Context: an optimization exercise on an open-source flow, tuned for small area, a short achievable clock period and few clock cycles. The choices shown serve that exercise and are no tape-out recipe. Power figures rest on the tool's default switching activity, not on a simulated workload.

## mulApbChip
module mulApbChip (
	input logic clk,
	input logic arstN,
	input logic psel,
	input logic penable,
	input logic pwrite,
	input logic [7:0] paddr,
	input logic [31:0] pwdata,
	output logic [31:0] prdata,
	output logic pready,
	output logic pslverr
);
Size in the first run: ~230 flip-flops, roughly 79 I/O pins, about 16,000 um2 of cells after synthesis.
==> module mulArray, before the edit <==
module mulArray (
	input logic clk,
	input logic arstN,
	input logic [31:0] a,
	input logic [31:0] b,
	input logic wrB,
	input logic [7:0] bLoNext,
	input logic aValidNext,
	input logic bValidNext,
	input logic go,
	output mulPkg::productT product
);
	logic run1;
	logic run2;
	logic run3;
	logic running;
	logic first;
	logic [3:0] oneQ;
	logic [3:0] twoQ;
	logic [3:0] negQ;
	logic d16Q;
	logic [3:0] oneD;
	logic [3:0] twoD;
	logic [3:0] negD;
	logic digitsOn;
	logic [32:0] accS;
	logic [32:0] accC;
	logic [7:0] byteS;
	logic [7:0] byteC;
	logic [23:0] lowQ;
	logic lowCarry;
	logic [40:0] rowX;
	logic [40:0] rowY;
	logic [8:0] byteSum;
	logic [40:0] topSum;
	assign first = go & ~running;
	always_ff @(posedge clk or negedge arstN) begin
		if (!arstN) begin
			run1 <= 1'b0;
			run2 <= 1'b0;
			run3 <= 1'b0;
			running <= 1'b0;
		end else begin
			run1 <= first;
			run2 <= run1;
			run3 <= run2;
			running <= first | run1 | run2;
		end
	end
	function automatic logic [11:0] booth(input logic [7:0] g, input logic below);
		logic [3:0] one;
		logic [3:0] two;
		logic [3:0] neg;
		for (int j = 0; j < 4; j++) begin
			logic hi;
			logic mid;
			logic lo;
			hi = g[2*j+1];
			mid = g[2*j];
			lo = (j == 0) ? below : g[2*j-1];
			neg[j] = hi;
			one[j] = mid ^ lo;
			two[j] = (hi & ~mid & ~lo) | (~hi & mid & lo);
		end
		booth = {neg, two, one};
	endfunction
	logic [11:0] digitsFirst;
	logic [11:0] digitsRun;
	logic [11:0] digitsD;
	logic [7:0] groupRest;
	logic groupRestBelow;
	assign digitsFirst = booth(b[15:8], b[7]);
	always_comb begin
		if (run1) begin
			groupRest = b[23:16];
			groupRestBelow = b[15];
		end else if (run2) begin
			groupRest = b[31:24];
			groupRestBelow = b[23];
		end else begin
			groupRest = wrB ? bLoNext : b[7:0];
			groupRestBelow = 1'b0;
		end
	end
	assign digitsRun = booth(groupRest, groupRestBelow);
	assign digitsD = first ? digitsFirst : digitsRun;
	assign digitsOn = aValidNext & bValidNext;
	assign {negD, twoD, oneD} = digitsD & {12{digitsOn}};
	always_ff @(posedge clk) begin
		oneQ <= oneD;
		twoQ <= twoD;
		negQ <= negD;
		d16Q <= run2 & b[31] & digitsOn;
	end
	mulRow mulRow_i (
		.accS(accS & {33{running}}),
		.accC(accC & {33{running}}),
		.idle(~running),
		.a(a),
		.one(oneQ),
		.two(twoQ),
		.neg(negQ),
		.d16(d16Q),
		.rowX(rowX),
		.rowY(rowY)
	);
	assign byteSum = {1'b0, byteS} + {1'b0, byteC} + {8'd0, lowCarry & (run2 | run3)};
	always_ff @(posedge clk) begin
		if (go | running) begin
			accS <= rowX[40:8];
			accC <= rowY[40:8];
			byteS <= rowX[7:0];
			byteC <= rowY[7:0];
		end
		if (running) begin
			lowCarry <= byteSum[8];
		end
		if (run1) begin
			lowQ[7:0] <= byteSum[7:0];
		end
		if (run2) begin
			lowQ[15:8] <= byteSum[7:0];
		end
		if (run3) begin
			lowQ[23:16] <= byteSum[7:0];
		end
	end
	prefixAdder #(
		.Width(40)
	) prefixAdder_i (
		.a({accS[31:0], byteS}),
		.b({accC[31:0], byteC}),
		.cin(lowCarry),
		.sum(topSum)
	);
	assign product.half.hi = topSum[39:8];
	assign product.half.lo = {topSum[7:0], lowQ};
endmodule
clock: 13.0 ns
lec_check: 0
cap_margin: 20
core_margin: 2
core_utilization: 40
slew_margin: 20
standard.sh (not shown) runs the stock make flow with config.mk's settings and CLKGATE_MAP_FILE= SYNTH_SCRIPT=/design/flow/synth_recipe.tcl, a recipe that flattens the netlist after the stock synthesis.
==> flow/flow/run.sh <==
#!/bin/bash
# The standard layout, with timing repair aimed at a path delay well below
# the clock period: the clock and the constraints are unchanged, only
# repair_timing's setup margin is raised (and kept to the worst endpoints).
set -euo pipefail
export SETUP_SLACK_MARGIN="${FLOW_SETUP_MARGIN:-9.4}"
export TNS_END_PERCENT="${FLOW_TNS_END:-10}"
export BUFFER_PORTS_ARGS="-buffer_cell sky130_fd_sc_hd__buf_2"
export CTS_ARGS="-sink_clustering_enable -repair_clock_nets -dont_use_dummy_load -buf_list {sky130_fd_sc_hd__clkbuf_4 sky130_fd_sc_hd__clkbuf_8}"
# keep each full adder of the multiplier step a module of its own through
# synthesis, so that it maps to one full-adder cell without inverters around it, and keep the
# two address decodes that gate many flip-flops short;
# the netlist is flattened at the end of synthesis as usual
export SYNTH_KEEP_MODULES="fullAdd startDetect addrDecode xorKeep"
bash standard.sh > flow_standard.log 2>&1
Next try:
--- a/flow/design.v
+++ b/flow/design.v
@@ -488,24 +488,23 @@
 		booth = {neg, two, one};
 	endfunction
-	logic [11:0] digitsFirst;
-	logic [11:0] digitsRun;
+	logic [7:0] group;
+	logic groupBelow;
 	logic [11:0] digitsD;
-	logic [7:0] groupRest;
-	logic groupRestBelow;
-	assign digitsFirst = booth(b[15:8], b[7]);
 	always_comb begin
-		if (run1) begin
-			groupRest = b[23:16];
-			groupRestBelow = b[15];
+		if (first) begin
+			group = b[15:8];
+			groupBelow = b[7];
+		end else if (run1) begin
+			group = b[23:16];
+			groupBelow = b[15];
 		end else if (run2) begin
-			groupRest = b[31:24];
-			groupRestBelow = b[23];
+			group = b[31:24];
+			groupBelow = b[23];
 		end else begin
-			groupRest = wrB ? bLoNext : b[7:0];
-			groupRestBelow = 1'b0;
+			group = wrB ? bLoNext : b[7:0];
+			groupBelow = 1'b0;
 		end
 	end
-	assign digitsRun = booth(groupRest, groupRestBelow);
-	assign digitsD = first ? digitsFirst : digitsRun;
+	assign digitsD = booth(group, groupBelow);
 	assign digitsOn = aValidNext & bValidNext;
 	assign {negD, twoD, oneD} = digitsD & {12{digitsOn}};
=> Synthesized cell count drops by 2.6%; global-route usage climbs by 0.38 points; sequential share of layout area drops by 0.29 points; final area climbs by 0.83%; clock power drops by about 1%; non-clock buffer count climbs by 9; synthesized area drops by 0.71%.
Function was not checked in any run of this note: the RTL went through the layout flow alone.

## what the ideal ports hide
Ports are ideal in the flow. The routed layouts listed here were re-timed in OpenROAD. Step 1 assumes that a clkbuf_16 drives the clock port and a buf_2 every other input. Step 2 moves the port delays by t, midway between the first and last clock arrival at a register: inputs arrive t later, outputs are due t later. That takes back most of the time a late clock gives input paths. Three values: ideal, step 1, step 2; two values: the first two.
run	shift t [ns]	setup slack, ns	latest minus earliest clock arrival (ns)	worst data-port slew with drivers (ns)
the first run	0.578	9.318 / 9.271 / 8.810	0.057 / 0.057	0.04
the second run	0.602	9.254 / 9.275 / 8.680	0.040 / 0.040	0.06
After both steps setup and hold are still met in every run listed. For the second run, which loses most, drivers alone change the setup slack by +0.021 ns; drivers and shift together by -0.574 ns.
